Background: an optimization exercise with open tools, aiming at small area, a short achievable clock period and few clock cycles. Do not read the settings as production practice. Only simulation tests tie the RTL to the original design; equivalence was not proved. No activity file was given, so power comes from the tool's default toggle rates.

File: design/flow/constraint.sdc
create_clock -name core_clock -period 10.0 [get_ports {clk}]
set_input_delay 2.0000 -clock core_clock [delete_from_list [all_inputs] [get_ports {clk}]]
set_output_delay 2.0000 -clock core_clock [all_outputs]
set_load 0.01 [all_outputs]
File: design/flow/config.mk
export PLATFORM = sky130hd
export DESIGN_NAME = cpu_riscv_pipe
export DESIGN_NICKNAME = cpu_riscv_pipe
export VERILOG_FILES = /design/flow/design.v
export SDC_FILE = /design/flow/constraint.sdc
export NUM_CORES = 4
export LEC_CHECK = 0
export CAP_MARGIN = 20
export CORE_MARGIN = 2
export CORE_UTILIZATION = 40
export SETUP_SLACK_MARGIN = 5
export SLEW_MARGIN = 20
File: design/flow/run.sh
#!/bin/bash
# synth_recipe.tcl (not shown) runs the flow's synth.tcl, then flattens the netlist and writes it again
# the make line also repeats each setting of config.mk as NAME=value (left out here)
make -C /OpenROAD-flow-scripts/flow DESIGN_CONFIG=/design/flow/config.mk WORK_HOME=/design/flow/orfs CLKGATE_MAP_FILE= SYNTH_SCRIPT=/design/flow/synth_recipe.tcl finish
File: design/flow/design.v
module cpu_riscv_pipe #(
  parameter int unsigned XLEN       = 32,
  parameter int unsigned ADDR_WIDTH = 7,
  parameter int unsigned RESET_PC   = 0
) (
  input  logic                  clk,
  input  logic                  reset,
  output logic [ADDR_WIDTH-1:0] imem_addr,
  input  logic [31:0]           imem_rdata,
  input  logic                  imem_valid,
  output logic                  wb_valid,
  output logic [4:0]            wb_rd,
  output logic [XLEN-1:0]       wb_data,
  output logic                  illegal
);
  localparam int unsigned AW  = ADDR_WIDTH;
  localparam int unsigned SHW = $clog2(XLEN);
  localparam logic [6:0] OP_R   = 7'b0110011;
  localparam logic [6:0] OP_I   = 7'b0010011;
  localparam logic [6:0] OP_LUI = 7'b0110111;
  localparam logic [6:0] OP_B   = 7'b1100011;
  logic [AW-1:0]   pc;                  
  logic [XLEN-1:0] rf [1:31];
  logic [31:1]     rf_ok;               
  logic            ex_valid;
  logic [4:0]      ex_rd;
  logic            ex_wr;               
  logic            ex_br, ex_bne, ex_ill, ex_pred;
  logic [AW-1:0]   ex_alt;              
  logic [XLEN-1:0] ex_a, ex_b;          
  logic [SHW-1:0]  ex_sh;               
  logic            ex_a_rf, ex_b_rf;    
  logic            ex_a_fw, ex_b_fw;    
  logic            ex_sub;              
  logic            s_add, s_sll, s_slt, s_sltu, s_xor, s_sr, s_or, s_and;
  logic            ex_sra;
  logic            w_ill;
  assign imem_addr = pc;
  assign illegal   = w_ill;
  logic [31:0] ins;
  logic [6:0]  opcode, funct7;
  logic [2:0]  funct3;
  logic [4:0]  rd, rs1, rs2;
  logic        is_r, is_addi, is_lui, is_br, writes, nz;
  logic        use_rs1, use_rs2, imm_u, imm_i;
  logic [AW-1:0] br_tgt;
  logic        pred;
  assign ins    = imem_rdata;
  assign opcode = ins[6:0];
  assign rd     = ins[11:7];
  assign funct3 = ins[14:12];
  assign rs1    = ins[19:15];
  assign rs2    = ins[24:20];
  assign funct7 = ins[31:25];
  assign is_r    = (opcode == OP_R) &&
                   ((funct7 == 7'h00) ||
                    ((funct7 == 7'h20) && ((funct3 == 3'd0) || (funct3 == 3'd5))));
  assign is_addi = (opcode == OP_I) && (funct3 == 3'd0);
  assign is_lui  = (opcode == OP_LUI);
  assign is_br   = (opcode == OP_B) && (funct3[2:1] == 2'b00);
  assign writes  = is_r || is_addi || is_lui;
  assign nz      = (rd != 5'd0);
  assign imm_u   = ins[2];
  assign imm_i   = !ins[2] && !ins[5];
  assign use_rs1 = !ins[2];
  assign use_rs2 = !ins[2] && ins[5];
  assign br_tgt = pc + {ins[28:25], ins[11:9]};
  assign pred   = (rs1 == rs2) ^ funct3[0];
  logic eq, mispred;
  assign mispred = ex_valid && ex_br && ((eq ^ ex_bne) != ex_pred);
  logic [XLEN-1:0] rv1, rv2;
  logic            ok1, ok2;
  assign rv1 = (rs1 == 5'd0) ? '0 : rf[rs1];
  assign rv2 = (rs2 == 5'd0) ? '0 : rf[rs2];
  assign ok1 = (rs1 == 5'd0) ? 1'b0 : rf_ok[rs1];
  assign ok2 = (rs2 == 5'd0) ? 1'b0 : rf_ok[rs2];
  logic ex_wr_nz, w_wr_nz, hitE1, hitE2, hitW1, hitW2;
  assign ex_wr_nz = ex_valid && ex_wr && (ex_rd != 5'd0);
  assign w_wr_nz  = wb_valid && (wb_rd != 5'd0);
  assign hitE1 = ex_wr_nz && (ex_rd == rs1);
  assign hitE2 = ex_wr_nz && (ex_rd == rs2);
  assign hitW1 = w_wr_nz && (wb_rd == rs1);
  assign hitW2 = w_wr_nz && (wb_rd == rs2);
  logic [XLEN-1:0] op1, op2;
  assign op1 = hitW1 ? wb_data : rv1;
  assign op2 = hitW2 ? wb_data : rv2;
  always_ff @(posedge clk) begin
    if (reset) begin
      pc       <= AW'(RESET_PC >> 2);
      ex_valid <= 1'b0;
    end else if (mispred) begin
      pc       <= ex_alt;
      ex_valid <= 1'b0;
    end else if (imem_valid) begin
      pc       <= (is_br && pred) ? br_tgt : pc + AW'(1);
      ex_valid <= 1'b1;
    end else begin
      ex_valid <= 1'b0;
    end
  end
  always_ff @(posedge clk) begin
    ex_rd   <= rd;
    ex_wr   <= writes;
    ex_br   <= is_br;
    ex_bne  <= funct3[0];
    ex_ill  <= !(writes || is_br);
    ex_pred <= pred;
    ex_alt  <= pred ? pc + AW'(1) : br_tgt;
    ex_sub  <= is_r && (((funct3 == 3'd0) && funct7[5]) || (funct3 == 3'd2) || (funct3 == 3'd3));
    ex_sra  <= funct7[5];
    s_add   <= nz && (is_lui || is_addi || (is_r && (funct3 == 3'd0)));
    s_sll   <= nz && is_r && (funct3 == 3'd1);
    s_slt   <= nz && is_r && (funct3 == 3'd2);
    s_sltu  <= nz && is_r && (funct3 == 3'd3);
    s_xor   <= nz && is_r && (funct3 == 3'd4);
    s_sr    <= nz && is_r && (funct3 == 3'd5);
    s_or    <= nz && is_r && (funct3 == 3'd6);
    s_and   <= nz && is_r && (funct3 == 3'd7);
    ex_a    <= op1;
    ex_a_fw <= use_rs1 && hitE1;
    ex_a_rf <= use_rs1 && !hitE1 && (hitW1 || ok1);
    if (imm_u)      ex_b <= {ins[31:12], 12'b0};
    else if (imm_i) ex_b <= XLEN'($signed(ins[31:20]));
    else            ex_b <= op2;
    ex_b_fw <= use_rs2 && hitE2;
    ex_b_rf <= !use_rs2 || (!hitE2 && (hitW2 || ok2));
    ex_sh   <= (is_r && funct3[1:0] == 2'b01) ? op2[SHW-1:0] : '0;
  end
  logic [XLEN-1:0] a, b;
  logic [SHW-1:0]  sh;
  assign a  = ({XLEN{ex_a_fw}} & wb_data) | ({XLEN{ex_a_rf}} & ex_a);
  assign b  = ({XLEN{ex_b_fw}} & wb_data) | ({XLEN{ex_b_rf}} & ex_b);
  assign sh = ({SHW{ex_b_fw}} & wb_data[SHW-1:0]) | ({SHW{ex_b_rf}} & ex_sh);
  assign eq = (a == b);
  logic [XLEN:0]   diff;
  logic [XLEN-1:0] sum, sll, sr, res;
  logic            lt, ltu;
  assign diff = {1'b0, a} + {1'b0, b ^ {XLEN{ex_sub}}} + (XLEN+1)'(ex_sub);
  assign sum  = diff[XLEN-1:0];
  assign ltu  = !diff[XLEN];
  assign lt   = (a[XLEN-1] == b[XLEN-1]) ? diff[XLEN-1] : a[XLEN-1];
  assign sll  = a << sh;
  assign sr   = XLEN'($signed({ex_sra & a[XLEN-1], a}) >>> sh);
  assign res = ({XLEN{s_add}} & sum) |
               ({XLEN{s_sll}} & sll) |
               ({XLEN{s_sr}}  & sr)  |
               ({XLEN{s_xor}} & (a ^ b)) |
               ({XLEN{s_or}}  & (a | b)) |
               ({XLEN{s_and}} & (a & b)) |
               XLEN'(s_slt & lt) | XLEN'(s_sltu & ltu);
  always_ff @(posedge clk) begin
    if (reset) begin
      wb_valid <= 1'b0;
      w_ill    <= 1'b0;
    end else begin
      wb_valid <= ex_valid && ex_wr;
      w_ill    <= ex_valid && ex_ill;
    end
  end
  always_ff @(posedge clk) begin
    wb_rd   <= ex_rd;
    wb_data <= res;
  end
  always_ff @(posedge clk) begin
    if (w_wr_nz && !reset) rf[wb_rd] <= wb_data;
  end
  always_ff @(posedge clk) begin
    if (reset) rf_ok <= '0;
    else if (w_wr_nz) rf_ok[wb_rd] <= 1'b1;
  end
endmodule
==> impl_metrics.csv, run 1 <==
group,metric,value,unit
outcome,status,"finished clean",
setup_path,critPathKind,"in2reg",
run,drv_cap,0,
sta,rsz0062_at_grt,"false",
power,irDropWorstVdd,165,uV
cts,cts_buffers,130,
cells_and_area,mostFrequentLayoutCell,"edfxtp_1",
global_route,overflow,0,
cts,clk_latency,770,ps
global_route,grt_pass1_wl,291,mm
setup_path,critPathSlowestCell,"nor2_4",
setup_path,start_kind,"input port",
sta,finalHoldViolations,0,
synth,yosysTopAreaCell,"edfxtp_1",
drt,wl,204,mm
setup_path,cp-end-kind,"register",
floorplanning,rows,143,
min_path,hold_class,"reg2reg",
floorplanning,coreArea,0.152,sq mm
cts,clock_path_buffers,3,
synth,ys_warn_count,1,
floorplanning,dieWidth,394,um
placed_design,place.port_buffers,80,
sta,slew_headroom,21.7,%
cells_and_area,syn2layout_area_growth,12.1,%
setup_path,required,10390,ps
floorplanning,start_util,40.2,%
cells_and_area,fill_cells,13183,
synth,synth-edff-count,992,
synth,postSynthCellCount,4015,
synth,ys_top_cells_by_area,"edfxtp_1, mux4_2, dfxtp_1, mux2i_1, ha_1",
global_route,grt_max_degree,97,
drt,vias,40214,
power,p_per_area,157,mW/mm^2
setup_path,crit_fanout,42,
cells_and_area,nets,4188,
drt,drtIter0Drc,5314,
floorplanning,die_area,0.155,sq mm
sta,finalMaxSlewViolations,0,
synth,seq_area_frac_synth,54.8,%
cells_and_area,drive_gt1_share,24.8,%
synth,synthArstFlopShare,0,%
cells_and_area,regArea,0.0334,sq mm
cells_and_area,multi_input_comb_area,0.0260,sq mm
cts,cts_resized,0,
drt,first_pass_iters,10,
setup_path,crit_top_cell,"buf_4",
cells_and_area,utilization,45.1,%
cts,postCtsHoldBufs,0,
cts,cts_setup_buffers,0,
drt,drc,0,
sta,min_period_over_period,46.5,%
cts,cts_tree,"yes",
synth,syn_avg_cell_area,15.2,sq um
cells_and_area,final_cell_mix,"edfxtp_1, mux4_2, a21oi_1",
power,p_leak,20.3,nW
synth,ys_seq_elements,1170,
placed_design,hpwl,122,mm
setup_path,arrival,5040,ps
global_route,antenna_found_initial,6,
floorplanning,num_io_pins,81,
placed_design,dp.cells,5931,
global_route,grt_util_all_layers,25.9,%
drt,viasPerCell,6.51,
cells_and_area,stdcell_count,6175,
sta,fmax,215,MHz
cts,cts_sinks,1170,
cts,htree_num_levels,4,
cts,cts_root_buf,"clkbuf_16",
sta,tightest_slew,1180,ps
synth,synth.distinct_cells,85,
sta,finalCriticalPeriod,4650,ps
synth,syn_nets,4169,
synth,netlist_area,0.0609,sq mm
sta,setup_violations,0,
synth,synth_top_area_share,48.9,%
sta,skew,27.2,ps
cts,path_clk_slew,60,ps
setup_path,slowest_delay,900,ps
drt,post_drt_wl_per_cell,33.0,um
synth,ys.flop_type,"edfxtp_1",
floorplanning,die_h,394,um
sta,fin_tns_setup,0,ps
global_route,first_global_vias,39727,
drt,ant_nets,0,
setup_path,worstPathCellList,"clkdlybuf4s50_1 > buf_4 > nor2_1 > nand2_1 > nor2_4 > buf_4",
placed_design,gp_congestion,0.938,
-- through the flow --
stage,hold WS [ps],power [W],worst slack (ps),instance area (sq um)
after floorplan,381,0.00587,5060,60900
after global placement,405,0.00611,4330,64100
after detailed placement,403,0.00611,4300,64100
after CTS,411,0.0108,5090,68300
after global routing,427,0.0110,5040,68300
final,412,0.0107,5350,68300
-- Yosys cell counts (32+ instances only) --
cell type and instances:
a221o_1 43, mux2_2 74, xor2_1 35, nand2b_1 44, buf_2 87, edfxtp_1 992
mux4_2 550, xnor2_1 68, mux2i_1 167, nand3_1 40, nor3_1 34, inv_1 107
ha_1 117, nor2_1 214, nand2_1 181, buf_1 38, clkbuf_1 155, a22o_1 54
o211ai_1 42, a21oi_1 191, o21ai_0 124, dfxtp_1 178, a221oi_1 32, a32o_1 32
a22oi_1 41
-- layer usage --
metal	routed length [um]	GRT usage (%)	up-vias	share of wire (%)
li1	-	-	16457	-
met1	80100	35.0	20902	39
met2	93800	40.3	2363	46
met3	19000	4.93	482	9.3
met4	10800	12.8	10	5.3
met5	61	0	-	0.030
-- critical path: cells and delay by family --
| family | cells | cell delay (ps) |
|---|---|---|
| buffers and inverters | 3 | 1290 |
| AND/OR/NAND/NOR | 3 | 1680 |
-- cell type report --
| cell class | instances | share of cell area, % |
|---|---|---|
| diodes | 1 | 0.00366 |
| clock buffers | 162 | 5.12 |
| clock inverters | 80 | 0.989 |
| inverters | 114 | 0.627 |
| multi-input cells | 2417 | 38.1 |
| flip-flops and latches | 1170 | 48.8 |
| well taps | 2030 | 3.72 |
| repair buffers | 201 | 2.63 |
-- power breakdown --
group / switching, W / internal [W] / leakage (nW)
clock network: 0.00201 / 0.00271 / 2.06
registers: 0.0000389 / 0.00525 / 8.88
logic: 0.000441 / 0.000291 / 9.36
-- registers in the layout (all words and copies together), names as in the netlist, 5 cells and up --
name     flops
ex_alt       7
pc           7
ex_b        32
rf_ok       31
wb_rd        5
ex_sh        5
ex_rd        5
ex_a        32
rf         992
wb_data     32
-- cells by family (layout without fill, tap and decap cells) --
| logic type | Yosys count | in the layout | share of synthesized area (%) |
|---|---|---|---|
| adder cells (fa/ha/maj) | 119 | 119 | 2.47 |
| AO/OA/AOI/OAI | 785 | 785 | 9.08 |
| other | 0 | 1 | 0 |
| XOR/XNOR | 103 | 103 | 1.48 |
| buffers and inverters | 428 | 557 | 3.07 |
| flip-flops | 1170 | 1170 | 54.8 |
| AND/OR/NAND/NOR | 619 | 619 | 4.68 |
| multiplexers | 791 | 791 | 24.5 |
-- worst paths after layout --
| check | to | depth (start not counted) | slack, ps | start |
|---|---|---|---|---|
| setup / recovery | rf[31][17] | 6 | 5350 | reset |
| hold / removal | wb_rd[3] | 0 | 410 | ex_rd[3] |
| setup reg to reg | rf_ok[29] | 15 | 5410 | wb_rd[0] |
| hold reg to reg | wb_rd[3] | 0 | 410 | ex_rd[3] |
Testbench counts, summed over its fixed seeds: cycles 14,594.
==> run 2, diff against run 1 <==
--- a/design/flow/design.v
+++ b/design/flow/design.v
@@ -35,6 +35,8 @@
   logic            s_add, s_sll, s_slt, s_sltu, s_xor, s_sr, s_or, s_and;
   logic            ex_sra;
   logic            w_ill;
+  logic            w_we;                
+  logic [4:0]      w_rd;
   assign imem_addr = pc;
   assign illegal   = w_ill;
   logic [31:0] ins;
@@ -76,11 +78,11 @@
   assign ok2 = (rs2 == 5'd0) ? 1'b0 : rf_ok[rs2];
   logic ex_wr_nz, w_wr_nz, hitE1, hitE2, hitW1, hitW2;
   assign ex_wr_nz = ex_valid && ex_wr && (ex_rd != 5'd0);
-  assign w_wr_nz  = wb_valid && (wb_rd != 5'd0);
+  assign w_wr_nz  = w_we;
   assign hitE1 = ex_wr_nz && (ex_rd == rs1);
   assign hitE2 = ex_wr_nz && (ex_rd == rs2);
-  assign hitW1 = w_wr_nz && (wb_rd == rs1);
-  assign hitW2 = w_wr_nz && (wb_rd == rs2);
+  assign hitW1 = w_wr_nz && (w_rd == rs1);
+  assign hitW2 = w_wr_nz && (w_rd == rs2);
   logic [XLEN-1:0] op1, op2;
   assign op1 = hitW1 ? wb_data : rv1;
   assign op2 = hitW2 ? wb_data : rv2;
@@ -162,10 +164,15 @@
     wb_data <= res;
   end
   always_ff @(posedge clk) begin
-    if (w_wr_nz && !reset) rf[wb_rd] <= wb_data;
+    if (reset) w_we <= 1'b0;
+    else       w_we <= ex_wr_nz;
+    if (ex_wr_nz) w_rd <= ex_rd;
+  end
+  always_ff @(posedge clk) begin
+    if (w_wr_nz) rf[w_rd] <= wb_data;
   end
   always_ff @(posedge clk) begin
     if (reset) rf_ok <= '0;
-    else if (w_wr_nz) rf_ok[wb_rd] <= 1'b1;
+    else if (w_wr_nz) rf_ok[w_rd] <= 1'b1;
   end
 endmodule
==> design/flow/flow/run.sh (new file) <==
#!/bin/bash
# Layout: the standard flow (standard.sh), run in three parts so that the timing
# repair after clock-tree synthesis and after global routing aims at a setup margin
# beyond the clock period. Synthesis, floorplan, placement, CTS, routing and the
# constraints are the standard ones. Each part's full output goes to its own log here.
set -euo pipefail
MARGIN=6.5
bash standard.sh synth floorplan place > log_1_synth_floorplan_place.txt 2>&1
bash standard.sh SETUP_SLACK_MARGIN=$MARGIN cts > log_2_cts.txt 2>&1
bash standard.sh SETUP_SLACK_MARGIN=$MARGIN finish > log_3_route_finish.txt 2>&1
==> design/flow/standard.sh (new file) <==
#!/bin/bash
# synth_recipe.tcl (not shown) runs the flow's synth.tcl, then flattens the netlist and writes it again
# the make line also repeats each setting of config.mk as NAME=value (left out here)
make -C /OpenROAD-flow-scripts/flow DESIGN_CONFIG=/design/flow/config.mk WORK_HOME=/design/flow/orfs CLKGATE_MAP_FILE= SYNTH_SCRIPT=/design/flow/synth_recipe.tcl "${@:-finish}"
--- a/design/flow/config.mk
+++ b/design/flow/config.mk
@@ -7,6 +7,5 @@
 export LEC_CHECK = 0
 export CAP_MARGIN = 20
 export CORE_MARGIN = 2
-export CORE_UTILIZATION = 40
-export SETUP_SLACK_MARGIN = 5
+export CORE_UTILIZATION = 50
 export SLEW_MARGIN = 20
removed: design/flow/run.sh
==> run 2 against run 1 <==
Still clean; highest routed layer unchanged; via count grew 9.5%; synthesized area fell by 0.32%; critical path type is now reg2reg; largest power group unchanged; synthesized cell count increased by 1.3%; register-to-register slack improved by 870 ps; core utilization increased by 17 points; total power rose by 2.7%.
==> impl_metrics.csv, run 2 <==
group,metric,value,unit
outcome,status,"finished clean",
power,power_frac_seq,48.0,%
floorplanning,coreArea,0.120,sq mm
placed_design,place.port_buffers,80,
sta,tightest_slew,1140,ps
cells_and_area,syn2layout_area_growth,23.5,%
setup_path,critPathKind,"reg2reg",
power,p_int,0.00843,W
synth,yosysTopAreaCell,"edfxtp_1",
floorplanning,die_h,352,um
sta,finalMaxSlewViolations,0,
cts,htree_num_levels,3,
power,clkPwrFrac,42.7,%
power,irDropWorstVdd,163,uV
global_route,first_global_vias,41792,
cts,cts_buffers,120,
cells_and_area,utilization,62.4,%
cts,clock_path_buffers,3,
global_route,grt_util_all_layers,37.7,%
cells_and_area,stdcell_count,6127,
drt,vias,44036,
sta,rsz0062_at_grt,"true",
synth,synthArstFlopShare,0,%
sta,slew_headroom,23.7,%
synth,netlist_area,0.0607,sq mm
synth,syn_avg_cell_area,14.9,sq um
cells_and_area,finish.instance_area,0.0749,sq mm
cells_and_area,largest_reg_flops,992,
synth,synth-edff-count,997,
power,p_per_area,147,mW/mm^2
sta,finalHoldViolations,0,
sta,min_period_over_period,37.2,%
synth,ys_top_cells_by_area,"edfxtp_1, mux4_2, dfxtp_1, mux2i_1, ha_1",
power,swShare,23.5,%
synth,synth_common_cells,"edfxtp_1, mux4_2, nor2_1",
setup_path,crit_fanout,6,
sta,fin_tns_setup,0,ps
drt,wl,242,mm
floorplanning,rows,127,
min_path,min_delay_path_depth,2,
sta,fmax,269,MHz
min_path,hold_start,"ex_alt[1]",
synth,ys_warn_count,1,
setup_path,worstPathCellList,"buf_12 > a22o_4 > mux2_4 > fa_2 > a211oi_4 > o21ai_1 > o211ai_1 > o21ai_4 > a211oi_4 > o21ai_4 > a41oi_4 > mux2i_1 > a221o_1",
cells_and_area,regMostFlops,"rf",
drt,drtIter0Drc,7181,
drt,viasPerCell,7.19,
sta,fin_ws,6280,ps
cts,path_clk_slew,80,ps
drt,post_drt_wl_per_cell,39.4,um
cts,cts_sinks,1176,
sta,finalCriticalPeriod,3720,ps
floorplanning,num_io_pins,81,
setup_path,worstSetupStartpoint,"ex_b_fw",
drt,drc,0,
setup_path,start_kind,"register",
run,drv_cap,0,
placed_design,gp_congestion,1.01,
global_route,grt_max_degree,77,
floorplanning,die_area,0.124,sq mm
floorplanning,start_util,50.5,%
sta,setup_violations,0,
cells_and_area,drive_gt1_share,34.4,%
setup_path,worstReg2RegStart,"ex_b_fw",
global_route,grt_pass1_wl,329,mm
sta,skew,46.4,ps
synth,postSynthCellCount,4069,
cts,postCtsHoldBufs,0,
global_route,overflow,0,
synth,synth.distinct_cells,84,
cts,cts_tree,"yes",
setup_path,required,10600,ps
synth,synth.most_common_cell,"edfxtp_1",
synth,ys_seq_elements,1176,
cts,cts_root_buf,"clkbuf_16",
placed_design,hpwl,116,mm
synth,seq_area_frac_synth,55.2,%
synth,syn_nets,4223,
drt,ant_nets,0,
setup_path,critPathSlowestCell,"dfxtp_4",
cells_and_area,nets,4558,
synth,synth_top_area_share,49.3,%
power,comb_power_share,9.3,%
min_path,hold_class,"reg2reg",
setup_path,arrival,4320,ps
global_route,antenna_found_initial,20,
setup_path,reg2regPathDepth,13,
power,p_switching,0.00260,W
setup_path,slowest_delay,400,ps
drt,first_pass_iters,9,
cells_and_area,final_cell_mix,"edfxtp_1, mux4_2, buf_4",
placed_design,post-place-ws,4210,ps
synth,ys.flop_type,"edfxtp_1",
floorplanning,dieWidth,352,um
power,p_leak,23.8,nW
placed_design,placed_area,0.0635,sq mm
cts,clk_latency,750,ps
setup_path,cp-end-kind,"register",
placed_design,dp.cells,5565,
cells_and_area,mostFrequentLayoutCell,"edfxtp_1",
==> run 2: final cells by class <==
| type | instances | area (sq um) |
|---|---|---|
| inverters | 130 | 508 |
| multi-input cells | 2442 | 26800 |
| flip-flops and latches | 1176 | 33700 |
| well taps | 1612 | 2020 |
| clock inverters | 70 | 800 |
| fillers | 8778 | 45200 |
| diodes | 7 | 17.5 |
| clock buffers | 156 | 3290 |
| repair buffers | 534 | 7880 |
==> run 2: worst paths after layout <==
kind / slack [ps] / endpoint
hold / removal: 430 / pc[1]
setup reg to reg: 6280 / wb_data[30]
setup / recovery: 6280 / wb_data[30]
hold reg to reg: 430 / pc[1]
==> run 2: critical path, delay by kind of cell (launching register included) <==
| family | cells | cell delay, ps |
|---|---|---|
| multiplexers | 2 | 480 |
| AO/OA/AOI/OAI | 9 | 2140 |
| adder cells (fa/ha/maj) | 1 | 400 |
| flip-flops | 1 | 400 |
| buffers and inverters | 1 | 160 |
==> run 2: cells by family (layout without fill, tap and decap cells) <==
kind of cell               count (synthesis)  after routing  share of synthesized area [%]
and+or+nand+nor                          663            665                           4.94
adders and majority gates                119            119                           2.48
buffers and inverters                    453            890                           3.00
xor gates and xnor gates                  94             94                           1.37
AOI/OAI and AO/OA                        806            806                           9.17
other                                      0              7                              0
muxes                                    758            758                           23.8
DFF                                     1176           1176                           55.2
==> run 2: power groups by stage <==
stage | logic, W | registers (W) | clock network, W
2_1_floorplan | 0.000500 | 0.00539 | 0
3_3_place_gp | 0.000726 | 0.00541 | 0
3_5_place_dp | 0.000727 | 0.00541 | 0
4_1_cts | 0.000918 | 0.00529 | 0.00473
5_1_grt | 0.00105 | 0.00529 | 0.00493
6_report | 0.00102 | 0.00530 | 0.00471
==> run 2: routing by layer <==
metal | up-vias | track usage (%) | share of wire, %
met5 | - | 0 | 0.050
li1 | 17292 | - | -
met3 | 644 | 9.87 | 14
met4 | 18 | 18.7 | 6.0
met2 | 3517 | 54.8 | 43
met1 | 22565 | 52.9 | 37
==> run 2: stage by stage <==
step	total power (W)	hold WS [ps]
finish	0.0110	434
global route	0.0113	454
CTS	0.0109	439
detailed placement	0.00613	438
global placement	0.00613	424
floorplan	0.00589	390
==> run 2: what timing repair did <==
action | in CTS | in global routing
endpoints found under the setup margin | 206 | 162
pin swaps | 49 | 73
buffers inserted | 156 | 70
endpoints found under the hold margin | 0 | 0
gates resized for setup | 548 | 174
cloned | 82 | 21
Testbench counts of run 2, summed over its fixed seeds: cycles 14,594.
==> run 3, diff against run 2 <==
--- a/design/flow/config.mk
+++ b/design/flow/config.mk
@@ -7,5 +7,5 @@
 export LEC_CHECK = 0
 export CAP_MARGIN = 20
 export CORE_MARGIN = 2
-export CORE_UTILIZATION = 50
+export CORE_UTILIZATION = 60
 export SLEW_MARGIN = 20
==> run 3 against run 2 <==
Synthesized area did not move; combinational power barely moved; worst setup slack improved by 6.5 ps; critical path type unchanged; clock skew rose by 59 ps; flip-flop and latch count did not move; non-clock buffer count fell by 13; routed wire length fell by 0.39%; largest power group unchanged.
==> impl_metrics.csv, run 3 <==
group,metric,value,unit
setup_path,arrival,4270,ps
power,p_leak,23.5,nW
setup_path,cp-end-kind,"register",
synth,seq_area_frac_synth,55.2,%
setup_path,critPathKind,"reg2reg",
synth,synth-edff-count,997,
cells_and_area,mostFrequentLayoutCell,"edfxtp_1",
setup_path,slowest_delay,430,ps
synth,ys_top_cells_by_area,"edfxtp_1, mux4_2, dfxtp_1, mux2i_1, ha_1",
run,drv_cap,0,
placed_design,gp_congestion,1.03,
synth,syn_nets,4223,
setup_path,crit_top_cell,"a211oi_4",
placed_design,post-place-ws,4230,ps
outcome,status,"finished clean",
synth,ys.flop_type,"edfxtp_1",
drt,first_pass_iters,10,
setup_path,timing.reg2reg.setup_slack,6290,ps
synth,postSynthCellCount,4069,
drt,vias,45666,
drt,ant_nets,0,
setup_path,crit_buf_inv,2,
setup_path,worstReg2RegStart,"wb_data[0]",
floorplanning,start_util,60.6,%
floorplanning,die_area,0.104,sq mm
cells_and_area,regMostFlops,"rf",
cts,clock_path_buffers,3,
sta,tightest_slew,1130,ps
cells_and_area,final_cell_mix,"edfxtp_1, mux4_2, buf_4",
global_route,overflow,0,
min_path,min_to,"pc[1]",
cells_and_area,drive_gt1_share,33.6,%
floorplanning,rows,116,
synth,ys_seq_elements,1176,
sta,fin_ws,6290,ps
power,p_per_area,146,mW/mm^2
drt,post_drt_wl_per_cell,41.5,um
setup_path,crit_family,"compound AO/OA/AOI/OAI gates",
setup_path,reg2reg_to,"wb_data[30]",
global_route,grt_pass1_wl,326,mm
synth,yosysTopAreaCell,"edfxtp_1",
global_route,grt_util_all_layers,45.2,%
drt,wl,241,mm
drt,drc,0,
setup_path,crit_fanout,18,
cts,clk_latency,800,ps
cts,cts_sinks,1176,
cts,cts_tree,"yes",
cells_and_area,syn2layout_area_growth,21.8,%
synth,synthArstFlopShare,0,%
cts,htree_num_levels,3,
sta,fmax,269,MHz
placed_design,hpwl,120,mm
sta,finalMaxSlewViolations,0,
global_route,antenna_found_initial,19,
sta,finalHoldViolations,0,
cts,cts_root_buf,"clkbuf_16",
power,irDropWorstVdd,160,uV
synth,synth.most_common_cell,"edfxtp_1",
setup_path,required,10560,ps
sta,setup_violations,0,
cells_and_area,nets,4542,
setup_path,worstPathCellList,"buf_12 > a22o_4 > mux2_2 > fa_2 > a211oi_4 > o21ai_1 > o211ai_1 > o21ai_2 > a211oi_4 > buf_6 > o21ai_4 > a41oi_4 > mux2i_1 > a221o_1",
min_path,hold_class,"reg2reg",
drt,viasPerCell,7.88,
synth,syn_avg_cell_area,14.9,sq um
synth,synth_common_cells,"edfxtp_1, mux4_2, nor2_1",
cts,path_clk_slew,60,ps
floorplanning,dieWidth,322,um
floorplanning,coreArea,0.100,sq mm
cts,cts_buffers,118,
setup_path,critPathSlowestCell,"dfxtp_4",
sta,rsz0062_at_grt,"true",
synth,netlist_area,0.0607,sq mm
synth,synth_top_area_share,49.3,%
sta,fin_tns_setup,0,ps
min_path,hold_start,"ex_alt[1]",
placed_design,place.port_buffers,80,
cells_and_area,largest_reg_flops,992,
cells_and_area,fill_cells,5995,
floorplanning,die_h,322,um
global_route,grt_max_degree,77,
drt,drtIter0Drc,8869,
setup_path,reg2regPathDepth,14,
sta,slew_headroom,24.4,%
sta,finalCriticalPeriod,3710,ps
setup_path,start_kind,"register",
sta,skew,106,ps
sta,min_period_over_period,37.1,%
min_path,min_delay_path_depth,2,
global_route,first_global_vias,43752,
synth,ys_warn_count,1,
synth,synth.distinct_cells,84,
floorplanning,num_io_pins,81,
cts,postCtsHoldBufs,0,
==> run 3: cell count changes in the layout (fill, tap and decap cells not counted), sizes merged <==
cell,delta
buf,-9
dlygate4sd2,+7
dlymetal6s2s,-1
bufinv,-7
bufbuf,-2
clkinvlp,+3
inv,-7
clkbuf,-4
clkdlybuf4s50,+4
clkdlybuf4s15,-11
clkinv,+12
and3,-1
==> run 3: where the power goes <==
group          leakage (nW)  total (W)  switching (W)  internal [W]
Sequential             8.99    0.00530      0.0000385       0.00527
Clock                  1.85    0.00444        0.00201       0.00243
Combinational          12.7    0.00102       0.000562      0.000458
Total                  23.5     0.0108        0.00261       0.00816
==> run 3: what timing repair did <==
item,4_1_cts,5_1_grt
pin swaps,47,67
resized for setup,538,147
endpoints found under the hold margin,0,0
cloned,73,22
setup buffers,138,82
endpoints found under the setup margin,227,120
==> run 3: routing by layer <==
metal / GRT usage, % / vias up / wire [um]
met5: 0.473 / - / 394
met4: 27.8 / 38 / 17500
met3: 17.3 / 1024 / 38900
met2: 65.8 / 4417 / 105000
met1: 57.7 / 22966 / 79200
li1: - / 17221 / -
==> run 3: worst reg2reg max path, cell delays in order, from the launching register on <==
cell and delay (ps):
dfxtp_4 430, buf_12 190, a22o_4 210, mux2_2 360, fa_2 430, a211oi_4 290
o21ai_1 100, o211ai_1 160, o21ai_2 140, a211oi_4 230, buf_6 160, o21ai_4 110
a41oi_4 220, mux2i_1 150, a221o_1 410
==> run 3: worst max-delay path by stage <==
stage | from | to | slack (ps) | cells after the start
final | wb_data[0] | wb_data[30] | 6290 | 14
after global routing | ex_b_rf | wb_data[30] | 6260 | 14
after CTS | ex_b_rf | wb_data[30] | 6280 | 13
after detailed placement | imem_rdata[20] | ex_b_rf | 4230 | 9
after global placement | imem_rdata[20] | ex_b[20] | 4250 | 7
after floorplan | imem_rdata[15] | ex_a_rf | 4560 | 14
==> run 3: cells by family (layout without fill, tap and decap cells) <==
| kind of cell | after synthesis | count (layout) | share of synthesized area, % |
|---|---|---|---|
| xor gates and xnor gates | 94 | 94 | 1.37 |
| and+or+nand+nor | 663 | 664 | 4.94 |
| muxes | 758 | 758 | 23.8 |
| DFF | 1176 | 1176 | 55.2 |
| buffers and inverters | 453 | 875 | 3.00 |
| other | 0 | 7 | 0 |
| AOI/OAI and AO/OA | 806 | 806 | 9.17 |
| adders and majority gates | 119 | 119 | 2.48 |
==> run 3: per-stage QoR <==
| stage | hold WS [ps] | utilization (%) | std cells | power, W | cell area, sq um |
|---|---|---|---|---|---|
| floorplan | 390 | - | 4069 | 0.00589 | 60700 |
| global placement | 429 | 63.0 | 5251 | 0.00613 | 63100 |
| detailed placement | 433 | 63.0 | 5251 | 0.00614 | 63100 |
| CTS | 439 | 72.0 | 5686 | 0.0106 | 72100 |
| global route | 475 | 73.8 | 5790 | 0.0110 | 73900 |
| finish | 441 | 73.8 | 5797 | 0.0108 | 73900 |
==> run 3: final cells by class <==
type | count | area (sq um) | area share, %
well taps | 1298 | 1620 | 2.20
repair buffers | 521 | 7560 | 10.2
clock buffers | 153 | 3140 | 4.25
diodes | 7 | 17.5 | 0.0237
clock inverters | 71 | 694 | 0.939
inverters | 130 | 507 | 0.685
flip-flops and latches | 1176 | 33700 | 45.5
multi-input cells | 2441 | 26700 | 36.2
==> run 4, diff against run 3 <==
--- a/design/flow/design.v
+++ b/design/flow/design.v
@@ -72,10 +72,18 @@
   assign mispred = ex_valid && ex_br && ((eq ^ ex_bne) != ex_pred);
   logic [XLEN-1:0] rv1, rv2;
   logic            ok1, ok2;
-  assign rv1 = (rs1 == 5'd0) ? '0 : rf[rs1];
-  assign rv2 = (rs2 == 5'd0) ? '0 : rf[rs2];
-  assign ok1 = (rs1 == 5'd0) ? 1'b0 : rf_ok[rs1];
-  assign ok2 = (rs2 == 5'd0) ? 1'b0 : rf_ok[rs2];
+  always_comb begin
+    rv1 = '0;
+    rv2 = '0;
+    ok1 = 1'b0;
+    ok2 = 1'b0;
+    for (int i = 1; i < 32; i++) begin
+      rv1 = rv1 | ({XLEN{rs1 == 5'(i)}} & rf[i]);
+      rv2 = rv2 | ({XLEN{rs2 == 5'(i)}} & rf[i]);
+      ok1 = ok1 | ((rs1 == 5'(i)) & rf_ok[i]);
+      ok2 = ok2 | ((rs2 == 5'(i)) & rf_ok[i]);
+    end
+  end
   logic ex_wr_nz, w_wr_nz, hitE1, hitE2, hitW1, hitW2;
   assign ex_wr_nz = ex_valid && ex_wr && (ex_rd != 5'd0);
   assign w_wr_nz  = w_we;
--- a/design/flow/config.mk
+++ b/design/flow/config.mk
@@ -6,6 +6,8 @@
 export NUM_CORES = 4
 export LEC_CHECK = 0
 export CAP_MARGIN = 20
+export CELL_PAD_IN_SITES_DETAIL_PLACEMENT = 1
 export CORE_MARGIN = 2
-export CORE_UTILIZATION = 60
+export CORE_UTILIZATION = 40
+export PLACE_DENSITY = 0.5
 export SLEW_MARGIN = 20
==> run 4 against run 3 <==
Clock power increased by about 20%; die area is 38% higher; worst setup slack improved by 87 ps; still clean; critical path depth is 4 lower; register-to-register slack better by 130 ps.
==> impl_metrics.csv, run 4 <==
group,metric,value,unit
cts,clock_path_buffers,3,
cells_and_area,drive_gt1_share,23.3,%
synth,syn_avg_cell_area,12.1,sq um
global_route,antenna_found_initial,31,
power,comb_power_share,7.3,%
synth,synth.area.mux_share,3.51,%
power,p_per_area,160,mW/mm^2
global_route,grt_max_degree,62,
synth,synth.distinct_cells,78,
synth,synth_common_cells,"edfxtp_1, a22oi_1, nand2_1",
sta,skew,28.8,ps
cells_and_area,regMostFlops,"rf",
cts,cts_tree,"yes",
cts,cts_sinks,1176,
cells_and_area,nets,5178,
synth,syn_nets,4773,
cells_and_area,multi_input_comb_area,0.0230,sq mm
floorplanning,die_h,379,um
synth,ys.flop_type,"edfxtp_1",
drt,ant_nets,0,
drt,post_drt_wl_per_cell,46.4,um
sta,finalCriticalPeriod,3620,ps
global_route,top_usage_layer,"met2",
synth,synth_xor_area_share,1.51,%
floorplanning,coreArea,0.139,sq mm
setup_path,critPathSlowestCell,"nor3_4",
sta,fin_tns_setup,0,ps
power,p_leak,24.1,nW
power,irDropWorstVdd,107,uV
floorplanning,die_area,0.143,sq mm
cts,cts_buffers,132,
synth,ys_warn_count,1,
sta,min_period_over_period,36.2,%
synth,synth-compound-area-share,20.5,%
cells_and_area,largest_reg_flops,992,
placed_design,hpwl,177,mm
global_route,met2_usage,62.3,%
synth,synth_top_area_share,53.3,%
sta,setup_violations,0,
synth,synth.most_common_cell,"edfxtp_1",
synth,synth_top_family_by_area,"compound AO/OA/AOI/OAI gates",
cells_and_area,final_cell_mix,"edfxtp_1, a22oi_1, buf_4",
setup_path,start_kind,"input port",
power,clkPwrFrac,46.5,%
cells_and_area,fill_cells,13892,
global_route,grt_util_all_layers,43.9,%
setup_path,critPathKind,"in2reg",
cts,postCtsHoldBufs,0,
setup_path,arrival,4250,ps
setup_path,crit_fanout,16,
global_route,overflow,0,
synth,ys_seq_elements,1176,
sta,fin_ws,6380,ps
placed_design,gp_congestion,0.963,
cells_and_area,syn2layout_area_growth,27.4,%
sta,rsz0062_at_grt,"true",
global_route,first_global_vias,50321,
cells_and_area,regArea,0.0337,sq mm
cells_and_area,stdcell_count,7024,
synth,synth-edff-count,997,
power,p_int,0.00873,W
placed_design,dp.cells,6417,
power,swShare,23.6,%
floorplanning,dieWidth,379,um
placed_design,post-place-ws,3200,ps
setup_path,slowest_delay,420,ps
sta,fmax,276,MHz
sta,finalMaxSlewViolations,0,
synth,synth-adder-area-share,2.61,%
cells_and_area,utilization,51.3,%
synth,postSynthCellCount,4622,
placed_design,placed_area,0.0599,sq mm
synth,synth-simple-area-share,8.74,%
drt,viasPerCell,7.52,
drt,wl,326,mm
sta,slew_headroom,18.0,%
cts,cts_root_buf,"clkbuf_16",
setup_path,required,10630,ps
synth,netlist_area,0.0561,sq mm
drt,drtIter0Drc,11078,
cells_and_area,finish.instance_area,0.0715,sq mm
drt,first_pass_iters,14,
cts,htree_num_levels,4,
synth,seq_area_frac_synth,59.7,%
cts,clk_latency,810,ps
outcome,status,"finished clean",
floorplanning,start_util,40.3,%
drt,drc,0,
synth,synthArstFlopShare,0,%
cts,path_clk_slew,60,ps
floorplanning,num_io_pins,81,
sta,tightest_slew,1230,ps
min_path,hold_class,"reg2reg",
cells_and_area,mostFrequentLayoutCell,"edfxtp_1",
global_route,grtUsageMet3,18.8,%
sta,finalHoldViolations,0,
power,p_switching,0.00269,W
setup_path,worstPathCellList,"buf_8 > buf_6 > or3b_4 > nor2_4 > buf_4 > a22o_1 > a221oi_1 > nand3_1 > nor3_4 > a21oi_1",
synth,ys_top_cells_by_area,"edfxtp_1, a22oi_1, dfxtp_1, mux2i_1, ha_1",
global_route,met1_usage,53.8,%
synth,yosysTopAreaCell,"edfxtp_1",
floorplanning,rows,137,
global_route,grt_pass1_wl,428,mm
power,power_frac_seq,46.3,%
placed_design,place.port_buffers,80,
setup_path,cp-end-kind,"register",
drt,vias,52788,
run,drv_cap,0,
[run 4: cell types whose count changed after synthesis, sizes merged, moves of 34 or more]
| cell | delta |
|---|---|
| o21ai | -91 |
| nand2 | +105 |
| a221oi | +103 |
| nor2 | +34 |
| nand3 | +68 |
| a22oi | +666 |
| nor3 | +48 |
| nand4 | +69 |
| a222oi | +64 |
| mux2 | -42 |
| mux4 | -541 |
| a22o | +113 |
| nor4 | +37 |
[run 4: worst paths after layout]
path | slack, ps | cells past startpoint | startpoint | to
max | 6380 | 10 | imem_rdata[17] | ex_a[16]
min reg2reg | 440 | 2 | ex_alt[1] | pc[1]
max reg2reg | 6420 | 12 | ex_b_fw | wb_data[21]
min | 440 | 2 | ex_alt[1] | pc[1]
[run 4: what timing repair did]
item,CTS,global route
gates resized for setup,710,239
hold endpoints to repair,0,0
gates cloned,43,8
endpoints found under the setup margin,212,125
setup buffers,222,79
pin swaps,108,149
[run 4: routing by layer]
layer | up-vias | part of all wire (%)
li1 | 19459 | -
met1 | 26220 | 35
met2 | 5398 | 41
met3 | 1673 | 16
met4 | 38 | 8.8
met5 | - | 0.31
[run 4: kinds of logic (layout without fill, tap and decap cells)]
kind of cell | count (synthesis) | count (layout)
AOI/OAI and AO/OA | 1536 | 1536
DFF | 1176 | 1176
and+or+nand+nor | 1048 | 1049
buffers and inverters | 458 | 970
muxes | 191 | 191
adders and majority gates | 116 | 116
xor gates and xnor gates | 97 | 97
other | 0 | 13
[run 4: stage by stage]
step                      hold WS (ps)  total power (W)
after floorplan                    391          0.00573
final                              437           0.0114
after CTS                          438           0.0113
after detailed placement           438          0.00602
after global placement             422          0.00602
after global routing               454           0.0116
[run 4: layout make-up]
cell class                 instances  area share [%]
sequential                      1176            47.1
multi-input combinational       2989            32.2
timing repair buffer             606            10.2
clock buffer                     171            5.17
tap                             1876            3.28
clock inverter                    71            1.37
inverter                         122           0.651
antenna                           13          0.0455
[run 4: power groups by stage]
stage          logic, W  clock network, W  registers [W]
2_1_floorplan  0.000345                 0        0.00538
3_3_place_gp   0.000620                 0        0.00539
3_5_place_dp   0.000627                 0        0.00540
4_1_cts        0.000725           0.00530        0.00528
5_1_grt        0.000842           0.00547        0.00528
6_report       0.000833           0.00531        0.00529
[run 4: critical path, delay by kind of cell]
kind,cells,cell delay [ps]
AO/OA/AOI/OAI,3,600
buffers and inverters,3,560
AND/OR/NAND/NOR,4,1040
Testbench counts of run 4, summed over its fixed seeds: cycles 14,594.

==> port drivers added, routing unchanged <==
How much do the figures lean on ideal ports? The routed layouts below were timed once more, with nothing changed but the port constraints. Step 1 sets driving cells, clkbuf_16 on the clock port and buf_2 on the other inputs (assumed; they add their load-dependent delay and slew). Step 2 also shifts input and output timing later by t, the mid clock arrival at the registers, as if the neighbouring blocks saw the same clock. Three values: ideal, step 1, step 2; two values: the first two.
run | shift t [ns] | setup slack, ns | worst setup path at the end | cell pins on the clock port's net
run 1 | 0.834 | 5.347 / 5.388 / 4.554 | input to register | 1
run 2 | 0.809 | 6.281 / 6.157 / 5.347 | input to register | 1
run 3 | 0.824 | 6.288 / 6.060 / 5.237 | input to register | 1
run 4 | 0.867 | 6.375 / 6.302 / 5.435 | input to register | 1
After both steps every run listed still meets setup and hold. The setup slack of run 3, which loses most, moves by -0.228 ns with the drivers and by -1.051 ns with both steps.
